Source: an optimization exercise on an open RTL-to-GDS flow (aim: small area and a short achievable clock period). Production flows keep margins and buffers that such runs may drop.
At most, simulation tests tie the RTL to the original design; equivalence was not proved.

the baseline:
==> flow/design.v (excerpt) <==
module param_router #(
  parameter int N_IN      = 17,
  parameter int N_OUT     = 3,
  parameter int DATA_W    = 16,
  parameter int DEPTH     = 4,
  parameter int PARITY_EN = 1
) (
  input  logic                    clk,
  input  logic                    reset,
  input  logic [N_IN*DATA_W-1:0]  in_data,
  input  logic [N_IN-1:0]         in_valid,
  output logic [N_IN-1:0]         in_ready,
  output logic [N_OUT*DATA_W-1:0] out_data,
  output logic [N_OUT-1:0]        out_valid,
  input  logic [N_OUT-1:0]        out_ready,
  output logic [N_IN-1:0]         fifo_full,
  output logic [15:0]             drop_count
);
Size: ~1200 flip-flops, about 400 I/O pins, about 61000 um2 of cells after synthesis.
export LEC_CHECK = 0
export CAP_MARGIN = 20
export CORE_MARGIN = 2
export CORE_UTILIZATION = 40
export SETUP_SLACK_MARGIN = 5
export SLEW_MARGIN = 20
create_clock -name core_clock -period 11.0 [get_ports {clk}]
run.sh (not shown) runs the stock make flow with config.mk's settings and CLKGATE_MAP_FILE= SYNTH_SCRIPT=/design/flow/synth_recipe.tcl, a recipe that flattens the netlist after the stock synthesis.
The baseline: PASS, flow complete, no timing, DRC or antenna violations
#### Input delta (the candidate over the baseline)
- an added CTS_BUF_LIST of sky130_fd_sc_hd__clkbuf_8 sky130_fd_sc_hd__clkbuf_4
- a deleted SETUP_SLACK_MARGIN that had been 5
==> flow/flow/run.sh (new file) <==
#!/bin/bash
# Standard ORFS layout (the standard.sh, standard synthesis unchanged) with
# a tighter setup repair target and single-drive port buffers.
# ORFS writes each step's full log under orfs/logs/; make's own output goes to
# flow_make.log in the work folder.
set -euo pipefail
MARGIN=${MARGIN:-6.6}
bash standard.sh \
  SETUP_SLACK_MARGIN=$MARGIN \
  "BUFFER_PORTS_ARGS=-buffer_cell sky130_fd_sc_hd__buf_1" \
  finish > flow_make.log 2>&1
==> flow/standard.sh (new file) <==
#!/bin/bash
# synth_recipe.tcl (not shown) runs the flow's synth.tcl, then flattens the netlist and writes it again
# the make line also repeats each setting of config.mk as NAME=value (left out here)
make -C /OpenROAD-flow-scripts/flow DESIGN_CONFIG=/design/flow/config.mk WORK_HOME=/design/flow/orfs CLKGATE_MAP_FILE= SYNTH_SCRIPT=/design/flow/synth_recipe.tcl "${@:-finish}"
removed: flow/run.sh
==> comparison <==
Delta (the candidate minus the baseline): estimated wirelength of the detail-placed design grew by about 3.4%; wire length after detailed routing climbed about 7%; number of inserted diodes went up.
Timing, DRC, antenna: 0 failures across the baseline and the candidate
[the candidate] fraction of area in multi-input gates rose 2.0 points relative to the baseline
Changes observed in the candidate relative to the baseline: clock skew rose 0.056 ns, length of routed wiring on met1 rose about 5.4%.
Taking the baseline as the reference, in the candidate cell count has increased; cell area rose by 6800 um2.
No functional check of the RTL was part of any run of this note.

========
Another version of the RTL of param_router (not shown whole).
Size: ~5200 cells after synthesis, about 400 I/O pins.
Settings: LEC_CHECK=0, CAP_MARGIN=20, CORE_MARGIN=2, CORE_UTILIZATION=40, SETUP_SLACK_MARGIN=5, SLEW_MARGIN=20; clock period 11.0 ns.
Stock flow here: none of the scripts above is used.
The first run finished clean.
Change:
==> flow/flow/run.sh (new file) <==
#!/bin/bash
# Standard ORFS layout (the standard.sh, standard synthesis unchanged) with
# a tighter setup repair target and single-drive port buffers.
# ORFS writes each step's full log under orfs/logs/; make's own output goes to
# flow_make.log in the work folder.
set -euo pipefail
MARGIN=${MARGIN:-6.2}
bash standard.sh \
  SETUP_SLACK_MARGIN=$MARGIN \
  "BUFFER_PORTS_ARGS=-buffer_cell sky130_fd_sc_hd__buf_1" \
  finish > flow_make.log 2>&1
==> flow/standard.sh (new file) <==
#!/bin/bash
# synth_recipe.tcl (not shown) runs the flow's synth.tcl, then flattens the netlist and writes it again
# the make line also repeats each setting of config.mk as NAME=value (left out here)
make -C /OpenROAD-flow-scripts/flow DESIGN_CONFIG=/design/flow/config.mk WORK_HOME=/design/flow/orfs CLKGATE_MAP_FILE= SYNTH_SCRIPT=/design/flow/synth_recipe.tcl "${@:-finish}"
SETUP_SLACK_MARGIN = default   (was 5)
removed: flow/run.sh
Result:
- The new run went through all stages and came out clean
- sequential cell count is unchanged
- wire length is higher by a few percent
- synthesized area is unchanged
- sequential share of layout area went up by 0.99 points
- worst setup slack improves by 76 ps
- final area went down by a few percent
- maximum frequency is higher slightly
- die area does not change
Function was not checked in any run of this note: the RTL went through the layout flow alone.

========
Setup of north:
Another version of the RTL of param_router (not shown whole).
Size: roughly 4200 cells after synthesis, ~1400 flip-flops, about 400 I/O pins.
## param_router
module param_router #(
  parameter int N_IN      = 17,
  parameter int N_OUT     = 3,
  parameter int DATA_W    = 16,
  parameter int DEPTH     = 4,
  parameter int PARITY_EN = 1
) (
  input  logic                    clk,
  input  logic                    reset,
  input  logic [N_IN*DATA_W-1:0]  in_data,
  input  logic [N_IN-1:0]         in_valid,
  output logic [N_IN-1:0]         in_ready,
  output logic [N_OUT*DATA_W-1:0] out_data,
  output logic [N_OUT-1:0]        out_valid,
  input  logic [N_OUT-1:0]        out_ready,
  output logic [N_IN-1:0]         fifo_full,
  output logic [15:0]             drop_count
);
export LEC_CHECK = 0
export CAP_MARGIN = 20
export CORE_MARGIN = 2
export CORE_UTILIZATION = 50
export CTS_CLUSTER_DIAMETER = 70
export CTS_CLUSTER_SIZE = 20
export SLEW_MARGIN = 20
create_clock -name core_clock -period 11.0 [get_ports {clk}]
standard.sh (not shown) runs the stock make flow with config.mk's settings and CLKGATE_MAP_FILE= SYNTH_SCRIPT=/design/flow/synth_recipe.tcl, a recipe that flattens the netlist after the stock synthesis.
==> flow/flow/run.sh <==
#!/bin/bash
# Standard ORFS layout (the standard.sh, standard synthesis unchanged) with
# a tighter setup repair target and single-drive port buffers.
# ORFS writes each step's full log under orfs/logs/; make's own output goes to
# flow_make.log in the work folder.
set -euo pipefail
MARGIN=${MARGIN:-6.5}
bash standard.sh \
  SETUP_SLACK_MARGIN=$MARGIN \
  "BUFFER_PORTS_ARGS=-buffer_cell sky130_fd_sc_hd__buf_1" \
  finish > flow_make.log 2>&1
north went all the way through synthesis, placement and routing and the layout is clean on timing, DRC and antenna.
For south, these inputs were changed with respect to north:
Settings: CORE_UTILIZATION: 50 -> 40.
[summary]
For the vias after detailed routing, south came in 388 higher than north did.
south: fraction of standard cell area in multi-input logic lower than north
Taking north as the reference, in south final cell count without fillers rose by 423, layout buffer count excluding clock buffers rose by 11, sequential share of layout area fell by 0.82 points.
Per the comparison of south with north, number of setup buffers added after CTS increased by 22 relative to the old numbers, number of placed instances, taps included increased by 396 relative to the old numbers, synthesis-to-finish area growth increased by 1.8 points relative to the old numbers, die extent in x increased by 12% relative to the old numbers.
For the final worst-path cycle share, south came in 0.46 points higher than north did.
Final critical path time including I/O delays and setup ended up 0.050 ns higher on south than on north.
Changes in east relative to south:
Settings: changing CORE_UTILIZATION from 40 to 60.
Findings:
Share of the core filled with cells: lower on south
Relative to south, the routed wire length measured on east has decreased by a few percent.
Row actual transition at the worst max-transition pin: east lower / south higher
east was carried through to the last stage, and its layout satisfied the timing, DRC and antenna checks.
Maximum frequency: east > south
Edits applied to the flow inputs when going from east to west:
Settings: CORE_UTILIZATION now 40, was 60; TNS_END_PERCENT now 30, previously not set.
diff --git a/flow/flow/run.sh b/flow/flow/run.sh
--- a/flow/flow/run.sh
+++ b/flow/flow/run.sh
@@ -7 +7 @@
-MARGIN=${MARGIN:-6.5}
+MARGIN=${MARGIN:-6.4}
==> comparison <==
west finished every step from synthesis to the final layout, and the layout passed the timing, DRC and antenna checks. Non-clock buffer count in west vs east: down 65. Taking east over west, the total die area ratio works out to 0.67. west: largest fanout on the critical path is 15 higher than what east reported. west vs. east: minimum clock period went up; register share of the cell area went up; total inserted antenna cells went up; buffering stage count on the worst path with inverters included went down; sequential cell count of the final layout did not really move.

========
param_router, a different RTL version from the one above (not shown whole).
Size in the first run: ~4000 cells after synthesis, roughly 1200 flip-flops, ~400 I/O pins, about 59000 um2 of cells after synthesis.
Settings: LEC_CHECK=0, CAP_MARGIN=20, CORE_MARGIN=2, CORE_UTILIZATION=40, CTS_CLUSTER_DIAMETER=70, CTS_CLUSTER_SIZE=20, SETUP_SLACK_MARGIN=5, SLEW_MARGIN=20; clock period 11.0 ns.
run.sh (not shown) runs the stock make flow with config.mk's settings and CLKGATE_MAP_FILE= SYNTH_SCRIPT=/design/flow/synth_recipe.tcl, a recipe that flattens the netlist after the stock synthesis.
Stock flow here: none of the scripts above is used.
Change:
==> flow/flow/run.sh (new file) <==
#!/bin/bash
# Standard ORFS layout (the standard.sh, standard synthesis unchanged) with
# a tighter setup repair target and single-drive port buffers.
# ORFS writes each step's full log under orfs/logs/; make's own output goes to
# flow_make.log in the work folder.
set -euo pipefail
MARGIN=${MARGIN:-6.4}
bash standard.sh \
  SETUP_SLACK_MARGIN=$MARGIN \
  "BUFFER_PORTS_ARGS=-buffer_cell sky130_fd_sc_hd__buf_1" \
  finish > flow_make.log 2>&1
==> flow/standard.sh (new file) <==
#!/bin/bash
# synth_recipe.tcl (not shown) runs the flow's synth.tcl, then flattens the netlist and writes it again
# the make line also repeats each setting of config.mk as NAME=value (left out here)
make -C /OpenROAD-flow-scripts/flow DESIGN_CONFIG=/design/flow/config.mk WORK_HOME=/design/flow/orfs CLKGATE_MAP_FILE= SYNTH_SCRIPT=/design/flow/synth_recipe.tcl "${@:-finish}"
- CTS_CLUSTER_DIAMETER: 70 -> 100
- CTS_CLUSTER_SIZE: 20 -> 30
- SETUP_SLACK_MARGIN: 5 -> unset
removed: flow/run.sh
Effect: Non-clock buffer count went up by 134. Die area does not change. Worst hold slack gets better by 0.013 ns. Via count went up by 1.9%. Synthesized area does not change. Wire length went up by 2.8%.

what the ideal ports hide:
Ports are ideal in the flow. The routed layouts listed here were re-timed in OpenROAD. Step 1, drivers: a clkbuf_16 drives clk and a buf_2 each remaining input, both assumed. Step 2, shift: input delay + t, output delay - t, t = (earliest + latest rising clock arrival at the registers) / 2. This alone moves slack from input paths to output paths. Three values: ideal ports, drivers, drivers and shift; two values: the first two.
| run | t, ns | slack for setup (ns) | hold slack, ns | worst slew at a driven data input, ns | cell pins on the clock port's net |
|---|---|---|---|---|---|
| the baseline | 0.866 | 4.785 / 4.785 / 4.263 | 0.512 / 0.512 / 0.512 | 0.11 | 1 |
| the candidate | 1.020 | 5.108 / 5.108 / 4.710 | 0.503 / 0.503 / 0.503 | 0.11 | 1 |
| the first run of note 2 | 0.883 | 5.072 / 5.085 / 4.202 | 0.501 / 0.501 / 0.501 | 0.13 | 1 |
| the second run of note 2 | 0.859 | 5.148 / 5.187 / 4.329 | 0.484 / 0.484 / 0.484 | 0.15 | 1 |
| north | 0.798 | 6.283 / 6.201 / 5.582 | 0.560 / 0.560 / 0.560 | 0.13 | 1 |
| south | 0.822 | 6.233 / 6.147 / 5.554 | 0.524 / 0.524 / 0.524 | 0.17 | 1 |
| east | 0.769 | 6.248 / 6.173 / 5.567 | 0.609 / 0.609 / 0.609 | 0.13 | 1 |
| west | 0.835 | 6.179 / 6.138 / 5.395 | 0.546 / 0.546 / 0.546 | 0.15 | 1 |
| the first run of note 4 | 0.822 | 5.107 / 5.025 / 4.359 | 0.510 / 0.510 / 0.510 | 0.13 | 1 |
| the second run of note 4 | 0.794 | 5.456 / 5.371 / 5.436 | 0.523 / 0.523 / 0.523 | 0.13 | 1 |
After both steps setup and hold are still met in every run listed. The setup slack of the first run of note 2, which loses most, moves by +0.013 ns with the drivers and by -0.870 ns with both steps.
